Context: an optimization exercise on an open-source flow, tuned for a short achievable clock period and few clock cycles per item. The choices shown serve that exercise and are no tape-out recipe.
The RTL was checked by simulation tests, not by an equivalence proof against the original design.

==> flow/design.v <==
module muldiv_unit #(
  parameter int WIDTH  = 64,
  parameter int REG_AW = 5
) (
  input  logic              iCLK,
  input  logic              iRST,
  input  logic              iStart,
  input  logic [2:0]        iOp,
  input  logic [WIDTH-1:0]  iOperandA,
  input  logic [WIDTH-1:0]  iOperandB,
  input  logic [REG_AW-1:0] iDestReg,
  output logic              oBusy,
  output logic              oStall,
  output logic              oDone,
  output logic              oRegWrite,
  output logic [REG_AW-1:0] oWriteRegister,
  output logic [WIDTH-1:0]  oResult
);
  localparam int CW = $clog2(WIDTH + 1);
  localparam logic [2:0] OP_MUL   = 3'd0;
  localparam logic [2:0] OP_SMULH = 3'd1;
  localparam logic [2:0] OP_UMULH = 3'd2;
  localparam logic [2:0] OP_SDIV  = 3'd3;
  localparam logic [2:0] OP_UDIV  = 3'd4;
  typedef enum logic [1:0] {
    IDLE,
    RUN,
    DONE
  } state_t;
  state_t            state_q;
  logic [CW-1:0]     cnt_q;
  logic [2:0]        op_q;
  logic              neg_q;
  logic              dz_q;
  logic              busy_q;
  logic              done_q;
  logic [WIDTH-1:0]  d_q;
  logic [WIDTH-1:0]  hi_q;
  logic [WIDTH-1:0]  lo_q;
  logic [WIDTH-1:0]  res_q;
  logic [REG_AW-1:0] wr_q;
  logic [WIDTH-1:0] a_abs;
  logic [WIDTH-1:0] b_abs;
  logic [WIDTH-1:0] cap_d;
  logic [WIDTH-1:0] cap_lo;
  logic             cap_neg;
  logic             sgn_diff;
  always_comb begin
    a_abs    = iOperandA[WIDTH-1] ? -iOperandA : iOperandA;
    b_abs    = iOperandB[WIDTH-1] ? -iOperandB : iOperandB;
    sgn_diff = iOperandA[WIDTH-1] ^ iOperandB[WIDTH-1];
    cap_d    = '0;
    cap_lo   = '0;
    cap_neg  = 1'b0;
    unique case (1'b1)
      iOp == OP_MUL,
      iOp == OP_UMULH: begin
        cap_d  = iOperandA;
        cap_lo = iOperandB;
      end
      iOp == OP_SMULH: begin
        cap_d   = a_abs;
        cap_lo  = b_abs;
        cap_neg = sgn_diff;
      end
      iOp == OP_SDIV: begin
        cap_d   = b_abs;
        cap_lo  = a_abs;
        cap_neg = sgn_diff;
      end
      iOp == OP_UDIV: begin
        cap_d  = iOperandB;
        cap_lo = iOperandA;
      end
      default: begin
        cap_d  = '0;
        cap_lo = '0;
      end
    endcase
  end
  logic [WIDTH:0]     sum;
  logic [WIDTH:0]     sh;
  logic [WIDTH:0]     diff;
  logic               ge;
  logic               is_div;
  logic [WIDTH-1:0]   hi_d;
  logic [WIDTH-1:0]   lo_d;
  logic [2*WIDTH-1:0] prod_raw;
  logic [2*WIDTH-1:0] prod;
  logic [WIDTH-1:0]   res_d;
  logic               skip;
  always_comb begin
    sum    = {1'b0, hi_q} + (lo_q[0] ? {1'b0, d_q} : '0);
    sh     = {hi_q, lo_q[WIDTH-1]};
    diff   = sh - {1'b0, d_q};
    ge     = ~diff[WIDTH];
    is_div = (op_q == OP_SDIV) || (op_q == OP_UDIV);
    if (is_div) begin
      hi_d = ge ? diff[WIDTH-1:0] : sh[WIDTH-1:0];
      lo_d = {lo_q[WIDTH-2:0], ge};
    end else begin
      hi_d = sum[WIDTH:1];
      lo_d = {sum[0], lo_q[WIDTH-1:1]};
    end
    skip     = (cnt_q > CW'(8)) &
               (is_div ? ((hi_q == '0) && (lo_q[WIDTH-1:WIDTH-8] == 8'd0)) : (lo_q[7:0] == 8'd0));
    prod_raw = {hi_d, lo_d};
    prod     = neg_q ? -prod_raw : prod_raw;
    res_d    = '0;
    unique case (1'b1)
      op_q == OP_MUL:   res_d = prod[WIDTH-1:0];
      op_q == OP_SMULH,
      op_q == OP_UMULH: res_d = prod[2*WIDTH-1:WIDTH];
      op_q == OP_SDIV,
      op_q == OP_UDIV:  res_d = dz_q ? '0 : prod[WIDTH-1:0];
      default:          res_d = '0;
    endcase
  end
  always_ff @(posedge iCLK or posedge iRST) begin
    if (iRST) begin
      state_q <= IDLE;
      cnt_q   <= '0;
      op_q    <= '0;
      neg_q   <= 1'b0;
      dz_q    <= 1'b0;
      busy_q  <= 1'b0;
      done_q  <= 1'b0;
      d_q     <= '0;
      hi_q    <= '0;
      lo_q    <= '0;
      res_q   <= '0;
      wr_q    <= '0;
    end else begin
      unique case (state_q)
        IDLE: begin
          done_q <= 1'b0;
          if (iStart) begin
            state_q <= RUN;
            busy_q  <= 1'b1;
            cnt_q   <= CW'(WIDTH);
            op_q    <= iOp;
            neg_q   <= cap_neg;
            dz_q    <= (iOperandB == '0);
            d_q     <= cap_d;
            hi_q    <= '0;
            lo_q    <= cap_lo;
            wr_q    <= iDestReg;
          end
        end
        RUN: begin
          if (skip) begin
            hi_q  <= is_div ? hi_q : {8'd0, hi_q[WIDTH-1:8]};
            lo_q  <= is_div ? {lo_q[WIDTH-9:0], 8'd0} : {hi_q[7:0], lo_q[WIDTH-1:8]};
            cnt_q <= cnt_q - CW'(8);
          end else begin
            hi_q  <= hi_d;
            lo_q  <= lo_d;
            cnt_q <= cnt_q - CW'(1);
          end
          if (cnt_q == CW'(1)) begin
            state_q <= IDLE;
            busy_q  <= 1'b0;
            done_q  <= 1'b1;
            res_q   <= res_d;
          end
        end
        DONE: begin
          state_q <= IDLE;
          done_q  <= 1'b0;
          busy_q  <= 1'b0;
        end
        default: begin
          state_q <= IDLE;
          done_q  <= 1'b0;
          busy_q  <= 1'b0;
        end
      endcase
    end
  end
  assign oBusy          = busy_q;
  assign oStall         = ((state_q == IDLE) && iStart) || (state_q == RUN);
  assign oDone          = done_q;
  assign oRegWrite      = done_q;
  assign oWriteRegister = wr_q;
  assign oResult        = res_q;
endmodule
Settings: LEC_CHECK=0, CAP_MARGIN=20, CORE_MARGIN=2, CORE_UTILIZATION=40, SETUP_SLACK_MARGIN=0.3, SLEW_MARGIN=20; clock period 6.3 ns.
run.sh (not shown) runs the stock make flow with config.mk's settings and CLKGATE_MAP_FILE= SYNTH_SCRIPT=/design/flow/synth_recipe.tcl, a recipe that flattens the netlist after the stock synthesis.
Testbench counts at the start, summed over its fixed seeds: cycles 114,750, ops 2,400.
Rerun with:
CORE_UTILIZATION = 30   (was 40)
Result:
- routed wire length climbs by 5.3%
- critical path depth rises by 2
- via count came out higher by 1.5%

==> re-timing with driven ports <==
The flow's constraints put no driver on any port. The routed layouts listed below were extracted and timed again, unchanged, in two steps. Step 1 assumes that a clkbuf_16 drives the clock port and a buf_2 every other input. Step 2 moves the port delays by t, midway between the first and last clock arrival at a register: inputs arrive t later, outputs are due t later. That takes back most of the time a late clock gives input paths. Slacks: no drivers / after step 1 / after step 2; pairs: no drivers / after step 1.
| run | t, ns | slack for setup (ns) | hold WS [ns] |
|---|---|---|---|
| the first run | 0.651 | 0.317 / 0.317 / -0.159 | 0.471 / 0.471 / 0.471 |
| the second run | 0.660 | 0.358 / 0.358 / -0.198 | 0.476 / 0.476 / 0.476 |
Met with ideal ports but missed after step 2: setup timing in the first run and the second run. For the second run, which loses most, drivers alone change the setup slack by 0.000 ns; drivers and shift together by -0.556 ns.
